What follows belongs to an exercise in optimizing a design on an open flow for small area, a short achievable clock period and few clock cycles per item; a production flow would make more cautious choices.
At most, simulation tests tie the RTL to the original design; equivalence was not proved.
No activity file was given, so power comes from the tool's default toggle rates.

Setup of job 103:
==> flow/design.v <==
`timescale 1ns / 1ps
`default_nettype none
package rbcr_pkg;
    localparam int MODE_W    = 3;
    localparam int SLOT_W    = 6;
    localparam int TAG_W     = 16;
    localparam int UOP_W     = 4;
    localparam int REQ_W     = 7;
    localparam int CNT_W     = 7;
    localparam int CTR_W     = 32;
    localparam int CFG_IDX_W = 2;
    localparam int CFG_DAT_W = 7;
    localparam logic [MODE_W-1:0] MODE_ALLOC  = 3'd0;
    localparam logic [MODE_W-1:0] MODE_POP    = 3'd1;
    localparam logic [MODE_W-1:0] MODE_COMMIT = 3'd2;
    localparam logic [MODE_W-1:0] MODE_RETIRE = 3'd3;
    localparam logic [MODE_W-1:0] MODE_FLUSH  = 3'd4;
    localparam logic [MODE_W-1:0] MODE_QUERY  = 3'd5;
    localparam logic [1:0] ST_OK       = 2'd0;
    localparam logic [1:0] ST_FULL     = 2'd1;
    localparam logic [1:0] ST_EMPTY    = 2'd2;
    localparam logic [1:0] ST_MISMATCH = 2'd3;
    localparam logic [CFG_IDX_W-1:0] CFG_CAPACITY = 2'd0;
    localparam logic [CFG_IDX_W-1:0] CFG_REMOVE   = 2'd1;
    localparam logic [CFG_IDX_W-1:0] CFG_SIM      = 2'd2;
    typedef struct packed {
        logic [MODE_W-1:0] mode;
        logic [SLOT_W-1:0] slot;
        logic [TAG_W-1:0]  op_tag;
        logic [UOP_W-1:0]  uop_number;
        logic [REQ_W-1:0]  request_count;
    } t_in;
    typedef struct packed {
        logic [1:0]        status;
        logic [SLOT_W-1:0] alloc_slot;
        logic              can_allocate;
        logic [CNT_W-1:0]  flushed_count;
        logic [CNT_W-1:0]  freed_count;
        logic [CTR_W-1:0]  retired_ops_total;
        logic [CTR_W-1:0]  retired_insns_total;
        logic [CNT_W-1:0]  uncommitted_count;
        logic [CNT_W-1:0]  committed_count;
        logic              all_empty;
    } t_out;
    typedef struct packed {
        logic capture;
        logic exec;
        logic drain_step;
    } t_ctrl_cmd;
    typedef struct packed {
        logic drain_req;
        logic drain_more;
    } t_dp_stat;
endpackage
`default_nettype wire
`timescale 1ns / 1ps
`default_nettype none
module rbcr_datapath
(
    input  wire logic                  i_clk,
    input  wire logic                  i_rst_n,
    input  wire logic                  i_start,
    input  wire logic                  i_cfg_we,
    input  wire logic [1:0]            i_cfg_index,
    input  wire logic [6:0]            i_cfg_data,
    input  rbcr_pkg::t_in              i_cmd,
    output logic                       o_busy,
    output logic                       o_done,
    output rbcr_pkg::t_out             o_result
);
    logic [5:0]  r_head, r_commit, r_tail;
    logic [6:0]  r_com, r_unc;
    logic [31:0] r_ops, r_insns;
    logic [63:0] r_marks;
    logic [63:0] r_zero;
    logic [6:0]  r_cap;
    logic        r_roc;
    logic        r_sim;
    logic        r_done;
    logic        r_wait;
    logic [5:0]  r_probe;
    logic [1:0]  r_status, n_status;
    logic [5:0]  r_alloc, n_alloc;
    logic        r_can, n_can;
    logic [6:0]  r_flushed, n_flushed;
    logic [6:0]  r_freed, n_freed;
    logic [5:0]  n_head, n_commit, n_tail;
    logic [6:0]  n_com, n_unc;
    logic [6:0]  r_occ, n_occ;
    logic [5:0]  occ_base;
    logic [5:0]  n_probe;
    wire  [2:0]  mode = i_cmd.mode;
    wire  [5:0]  slot = i_cmd.slot;
    logic        scan_step;
    logic [5:0]  run;
    logic [5:0]  probe_inc;
    assign scan_step = (r_com != '0) && (r_probe != r_commit) && r_marks[r_probe];
    assign run       = r_probe - r_head;     
    assign probe_inc = r_probe + 1'b1;
    function automatic logic [5:0] sub6(input logic [5:0] a, input logic [5:0] b);
        logic [5:0] p, g, gg, pp;
        p = a ^ ~b;
        g = a & ~b;
        gg = g;
        pp = p;
        gg[0] = g[0] | p[0];
        for (int d = 1; d < 6; d = d * 2) begin
            for (int i = 5; i >= d; i--) begin
                gg[i] = gg[i] | (pp[i] & gg[i-d]);
                pp[i] = pp[i] & pp[i-d];
            end
        end
        sub6 = p ^ {gg[4:0], 1'b1};
    endfunction
    logic        acc;
    logic        is_alloc, is_pop, is_commit, is_retire, is_flush, is_query;
    logic        full;
    logic        unc_zero;
    logic [5:0]  off;
    logic        flush_hit;
    logic [7:0]  cur;
    logic [7:0]  room;
    logic        fits;
    logic        in_com;
    logic        head_ret;
    logic        drain;
    logic        set_mark;
    logic        alloc_ok;
    logic        uop_zero;
    assign acc       = i_start && !r_wait;
    assign is_alloc  = acc && (mode == rbcr_pkg::MODE_ALLOC);
    assign is_pop    = acc && (mode == rbcr_pkg::MODE_POP);
    assign is_commit = acc && (mode == rbcr_pkg::MODE_COMMIT);
    assign is_retire = acc && (mode == rbcr_pkg::MODE_RETIRE);
    assign is_flush  = acc && (mode == rbcr_pkg::MODE_FLUSH);
    assign is_query  = acc && (mode == rbcr_pkg::MODE_QUERY);
    assign full      = r_occ[6];              
    assign unc_zero  = (r_unc == '0);
    assign off       = sub6(slot, r_commit);
    assign occ_base  = 6'(r_com) - r_commit;   
    assign flush_hit = r_unc[6] ||
                       ((r_commit <= r_tail) ? ((slot >= r_commit) && (slot < r_tail))
                                             : ((slot >= r_commit) || (slot < r_tail)));
    assign cur       = r_roc ? 8'(r_unc) : 8'(r_occ);
    assign room      = {1'b0, r_cap} - cur;      
    assign fits      = !room[7] && (7'(i_cmd.request_count) <= room[6:0]);
    assign in_com    = r_com[6] ||
                       ((r_head <= r_commit) ? ((slot >= r_head) && (slot < r_commit))
                                             : ((slot >= r_head) || (slot < r_commit)));
    assign alloc_ok  = is_alloc && !full;
    assign uop_zero  = (i_cmd.uop_number == '0);
    assign head_ret  = is_retire && r_sim && (slot == r_head) && (r_com != '0);
    assign drain     = (head_ret || r_wait) && !scan_step;
    assign set_mark  = is_retire && r_sim && in_com;
    always_comb begin
        n_head    = r_head;
        n_commit  = r_commit;
        n_tail    = r_tail;
        n_com     = r_com;
        n_unc     = r_unc;
        n_occ     = r_occ;
        n_probe   = (scan_step || drain) ? probe_inc : r_probe;
        n_status  = rbcr_pkg::ST_OK;
        n_alloc   = '0;
        n_can     = 1'b0;
        n_flushed = '0;
        n_freed   = '0;
        if (is_alloc) begin
            if (full) begin
                n_status = rbcr_pkg::ST_FULL;
            end else begin
                n_alloc = r_tail;
                n_tail  = r_tail + 1'b1;
                n_unc   = r_unc + 1'b1;
                n_occ   = r_occ + 1'b1;
            end
        end
        if (is_pop) begin
            if (unc_zero) begin
                n_status = rbcr_pkg::ST_EMPTY;
            end else begin
                n_tail = r_tail - 1'b1;
                n_unc  = r_unc - 1'b1;
                n_occ  = r_occ - 1'b1;
            end
        end
        if (is_commit && r_sim) begin
            if (unc_zero) begin
                n_status = rbcr_pkg::ST_EMPTY;
            end else begin
                if (slot != r_commit) n_status = rbcr_pkg::ST_MISMATCH;
                n_commit = r_commit + 1'b1;
                n_unc    = r_unc - 1'b1;
                n_com    = r_com + 1'b1;
            end
        end
        if (drain) begin
            n_head  = r_probe;
            n_com   = {1'b0, sub6(r_commit, r_probe)};
            n_freed = {run == '0, run};
            n_occ   = {1'b0, sub6(r_tail, r_probe)};    
        end
        if (is_flush && flush_hit) begin
            n_flushed = {slot == r_tail, sub6(r_tail, slot)};
            n_occ     = {1'b0, 6'(occ_base + slot)};    
            n_unc     = 7'(off);
            n_tail    = slot;
        end
        if (is_query) begin
            n_can = fits;
        end
    end
    always_ff @(posedge i_clk) begin
        if (!i_rst_n) begin
            r_head   <= '0;
            r_commit <= '0;
            r_tail   <= '0;
            r_com    <= '0;
            r_unc    <= '0;
            r_probe  <= 6'd1;
            r_ops    <= '0;
            r_insns  <= '0;
            r_occ    <= '0;
            r_cap    <= 7'd64;
            r_roc    <= 1'b0;
            r_sim    <= 1'b1;
            r_done   <= 1'b0;
            r_wait   <= 1'b0;
        end else begin
            r_head   <= n_head;
            r_commit <= n_commit;
            r_tail   <= n_tail;
            r_com    <= n_com;
            r_unc    <= n_unc;
            r_occ    <= n_occ;
            r_probe  <= n_probe;
            r_wait   <= (head_ret || r_wait) && scan_step;
            r_done   <= (acc && !head_ret) || drain;
            if (is_retire) r_ops <= r_ops + 1'b1;
            if (is_retire && slot_zero) r_insns <= r_insns + 1'b1;
            if (i_cfg_we) begin
                case (i_cfg_index)
                    rbcr_pkg::CFG_CAPACITY: r_cap <= i_cfg_data;
                    rbcr_pkg::CFG_REMOVE:   r_roc <= i_cfg_data[0];
                    rbcr_pkg::CFG_SIM:      r_sim <= i_cfg_data[0];
                    default: begin
                    end
                endcase
            end
        end
    end
    logic [7:0]  set_row, slot_row, slot_col, we_row, tail_col, zero_row;
    logic [63:0] we, set;
    logic        slot_zero;
    always_comb begin
        for (int j = 0; j < 8; j++) begin
            set_row[j]  = set_mark && (slot[5:3] == 3'(j));
            slot_row[j] = (slot[5:3] == 3'(j));
            slot_col[j] = (slot[2:0] == 3'(j));
            we_row[j]   = alloc_ok && (r_tail[5:3] == 3'(j));
            tail_col[j] = (r_tail[2:0] == 3'(j));
        end
        for (int i = 0; i < 64; i++) begin
            we[i]  = we_row[i / 8] && tail_col[i % 8];
            set[i] = set_row[i / 8] && slot_col[i % 8];
        end
        for (int j = 0; j < 8; j++) zero_row[j] = |(slot_col & r_zero[8*j +: 8]);
        slot_zero = |(slot_row & zero_row);
    end
    always_ff @(posedge i_clk) begin
        r_status  <= n_status;
        r_alloc   <= n_alloc;
        r_can     <= n_can;
        r_flushed <= n_flushed;
        r_freed   <= n_freed;
        for (int i = 0; i < 64; i++) begin
            r_marks[i] <= set[i] || (r_marks[i] && !we[i]);
            if (we[i]) r_zero[i] <= uop_zero;
        end
    end
    assign o_busy = r_wait;
    assign o_done = r_done;
    assign o_result.status              = r_status;
    assign o_result.alloc_slot          = r_alloc;
    assign o_result.can_allocate        = r_can;
    assign o_result.flushed_count       = r_flushed;
    assign o_result.freed_count         = r_freed;
    assign o_result.retired_ops_total   = r_ops;
    assign o_result.retired_insns_total = r_insns;
    assign o_result.uncommitted_count   = r_unc;
    assign o_result.committed_count     = r_com;
    assign o_result.all_empty           = (r_occ == '0);
endmodule
`default_nettype wire
`timescale 1ns / 1ps
`default_nettype none
module reorder_buffer_commit_retire_unit
#(
    parameter int RING_DEPTH = 64
) (
    input  wire logic                  i_clk,
    input  wire logic                  i_rst_n,
    input  wire logic                  start,
    output logic                       busy,
    input  wire logic [35:0]           i_cmd,
    output logic                       o_done,
    output logic [101:0]               o_result,
    input  wire logic                  i_cfg_we,
    input  wire logic [1:0]            i_cfg_index,
    input  wire logic [6:0]            i_cfg_data
);
    rbcr_pkg::t_in       cmd;
    rbcr_pkg::t_out      result;
    assign cmd      = i_cmd;
    assign o_result = result;
    rbcr_datapath u_datapath (
        .i_clk       (i_clk),
        .i_rst_n     (i_rst_n),
        .i_start     (start),
        .i_cfg_we    (i_cfg_we),
        .i_cfg_index (i_cfg_index),
        .i_cfg_data  (i_cfg_data),
        .i_cmd       (cmd),
        .o_busy      (busy),
        .o_done      (o_done),
        .o_result    (result)
    );
endmodule
`default_nettype wire
==> flow/config.mk <==
export PLATFORM = sky130hd
export DESIGN_NAME = reorder_buffer_commit_retire_unit
export DESIGN_NICKNAME = reorder_buffer_commit_retire_unit
export VERILOG_FILES = /design/flow/design.v
export SDC_FILE = /design/flow/constraint.sdc
export NUM_CORES = 4
export LEC_CHECK = 0
export CAP_MARGIN = 20
export CORE_MARGIN = 2
export CORE_UTILIZATION = 40
export SETUP_SLACK_MARGIN = 1.6
export SLEW_MARGIN = 20
==> flow/constraint.sdc <==
create_clock -name core_clock -period 5.0 [get_ports {i_clk}]
set_input_delay 1.0000 -clock core_clock [delete_from_list [all_inputs] [get_ports {i_clk}]]
set_output_delay 1.0000 -clock core_clock [all_outputs]
set_load 0.01 [all_outputs]
standard.sh (not shown) runs the stock make flow with config.mk's settings and CLKGATE_MAP_FILE= SYNTH_SCRIPT=/design/flow/synth_recipe.tcl, a recipe that flattens the netlist after the stock synthesis.
==> flow/flow/run.sh <==
#!/bin/bash
# The standard layout, with resizer and synthesis options changed:
# - the port buffers are plain buffers (the default pick is a slow delay buffer);
# - resizing may swap a cell for one of another footprint;
# - adders are left to ABC instead of being mapped to the library's
#   ripple full/half-adder cells, so ABC can restructure them for speed.
set -euo pipefail
bash standard.sh "BUFFER_PORTS_ARGS=-buffer_cell sky130_fd_sc_hd__buf_1" \
    MATCH_CELL_FOOTPRINT=0 ADDER_MAP_FILE= finish > make_finish.log 2>&1
Testbench counts of job 103, summed over its fixed seeds: cycles 24,121, items 24,000.
## Diff of input files: job 104 against job 103
-- flow/design.v --
<<< job 103, line 81
    logic [5:0]  r_probe;
    logic [1:0]  r_status, n_status;
    logic [5:0]  r_alloc, n_alloc;
    logic        r_can, n_can;
    logic [6:0]  r_flushed, n_flushed;
    logic [6:0]  r_freed, n_freed;
    logic [5:0]  n_head, n_commit, n_tail;
    logic [6:0]  n_com, n_unc;
>>> job 104, line 81
    logic [5:0]  r_probe;
    logic [1:0]  r_status, n_status;
    localparam logic [1:0] K_NONE = 2'd0, K_ALLOC = 2'd1, K_FLUSH = 2'd2, K_FREED = 2'd3;
    logic [6:0]  r_val, n_val;
    logic [1:0]  r_kind, n_kind;
    logic        r_can, n_can;
    logic [5:0]  n_head, n_commit, n_tail;
    logic [6:0]  n_com, n_unc;
<<< job 103, line 162
        n_probe   = (scan_step || drain) ? probe_inc : r_probe;
        n_status  = rbcr_pkg::ST_OK;
        n_alloc   = '0;
        n_can     = 1'b0;
        n_flushed = '0;
        n_freed   = '0;
        if (is_alloc) begin
            if (full) begin
                n_status = rbcr_pkg::ST_FULL;
            end else begin
                n_alloc = r_tail;
                n_tail  = r_tail + 1'b1;
                n_unc   = r_unc + 1'b1;
>>> job 104, line 162
        n_probe   = (scan_step || drain) ? probe_inc : r_probe;
        n_status  = rbcr_pkg::ST_OK;
        n_val     = {slot == r_tail, sub6(r_tail, slot)};    
        n_kind    = K_NONE;
        n_can     = 1'b0;
        if (is_alloc) begin
            if (full) begin
                n_status = rbcr_pkg::ST_FULL;
            end else begin
                n_val   = 7'(r_tail);
                n_kind  = K_ALLOC;
                n_tail  = r_tail + 1'b1;
                n_unc   = r_unc + 1'b1;
<<< job 103, line 198
            n_head  = r_probe;
            n_com   = {1'b0, sub6(r_commit, r_probe)};
            n_freed = {run == '0, run};
            n_occ   = {1'b0, sub6(r_tail, r_probe)};    
        end
        if (is_flush && flush_hit) begin
            n_flushed = {slot == r_tail, sub6(r_tail, slot)};
            n_occ     = {1'b0, 6'(occ_base + slot)};    
            n_unc     = 7'(off);
>>> job 104, line 198
            n_head  = r_probe;
            n_com   = {1'b0, sub6(r_commit, r_probe)};
            n_val   = {run == '0, run};
            n_kind  = K_FREED;
            n_occ   = {1'b0, sub6(r_tail, r_probe)};    
        end
        if (is_flush && flush_hit) begin
            n_kind    = K_FLUSH;
            n_occ     = {1'b0, 6'(occ_base + slot)};    
            n_unc     = 7'(off);
<<< job 103, line 270
    always_ff @(posedge i_clk) begin
        r_status  <= n_status;
        r_alloc   <= n_alloc;
        r_can     <= n_can;
        r_flushed <= n_flushed;
        r_freed   <= n_freed;
        for (int i = 0; i < 64; i++) begin
            r_marks[i] <= set[i] || (r_marks[i] && !we[i]);
>>> job 104, line 271
    always_ff @(posedge i_clk) begin
        r_status  <= n_status;
        r_val     <= n_val;
        r_kind    <= n_kind;
        r_can     <= n_can;
        for (int i = 0; i < 64; i++) begin
            r_marks[i] <= set[i] || (r_marks[i] && !we[i]);
<<< job 103, line 282
    assign o_done = r_done;
    assign o_result.status              = r_status;
    assign o_result.alloc_slot          = r_alloc;
    assign o_result.can_allocate        = r_can;
    assign o_result.flushed_count       = r_flushed;
    assign o_result.freed_count         = r_freed;
    assign o_result.retired_ops_total   = r_ops;
    assign o_result.retired_insns_total = r_insns;
>>> job 104, line 282
    assign o_done = r_done;
    assign o_result.status              = r_status;
    assign o_result.alloc_slot          = (r_kind == K_ALLOC) ? r_val[5:0] : '0;
    assign o_result.can_allocate        = r_can;
    assign o_result.flushed_count       = (r_kind == K_FLUSH) ? r_val : '0;
    assign o_result.freed_count         = (r_kind == K_FREED) ? r_val : '0;
    assign o_result.retired_ops_total   = r_ops;
    assign o_result.retired_insns_total = r_insns;
- Job 104: full flow OK, the timing, DRC and antenna checks passed
- Going from job 103 to job 104, post-synthesis to final-layout area growth shrinks by 0.30 points.
- Job 104 vs. job 103: initial antenna violation count fell 1, clock network power increased by about 3% relative to the old numbers, final cell count higher.
- Against job 103, synthesized net count in job 104 rose slightly.
- Summary: with job 103 as the reference, sequential cell count in job 104 moved down by a few percent.
- Between job 104 and job 103, it is job 104 whose overall fraction of global-route tracks in use is lower, by 0.41 points.
Only the layout flow was run in job 104; the RTL was not checked for function there.

-- separate check: timing with driven ports --
The flow's constraints put no driver on any port. The routed layouts listed below were extracted and timed again, unchanged, in two steps.
Step 1, drivers: a clkbuf_16 drives i_clk and a buf_2 each remaining input, both assumed.
Step 2 adds t to the input delays and takes it off the output delays; t is the mean of the earliest and latest rising clock arrival at the registers after step 1. Input paths then give back, and output paths get back, about the clock's delay inside the block.
a / b / c = no drivers / after step 1 / after step 2; a / b = the first two.
run | t, ns | slack for setup (ns) | worst setup path after step 2 | worst data-port slew with drivers (ns)
job 103 | 0.608 | 1.688 / 1.688 / 1.150 | input to register | 0.08
job 104 | 0.612 | 1.658 / 1.679 / 1.067 | input to register | 0.05
After both steps setup and hold are still met in every run listed. For job 104, which loses most, drivers alone change the setup slack by +0.021 ns; drivers and shift together by -0.591 ns.
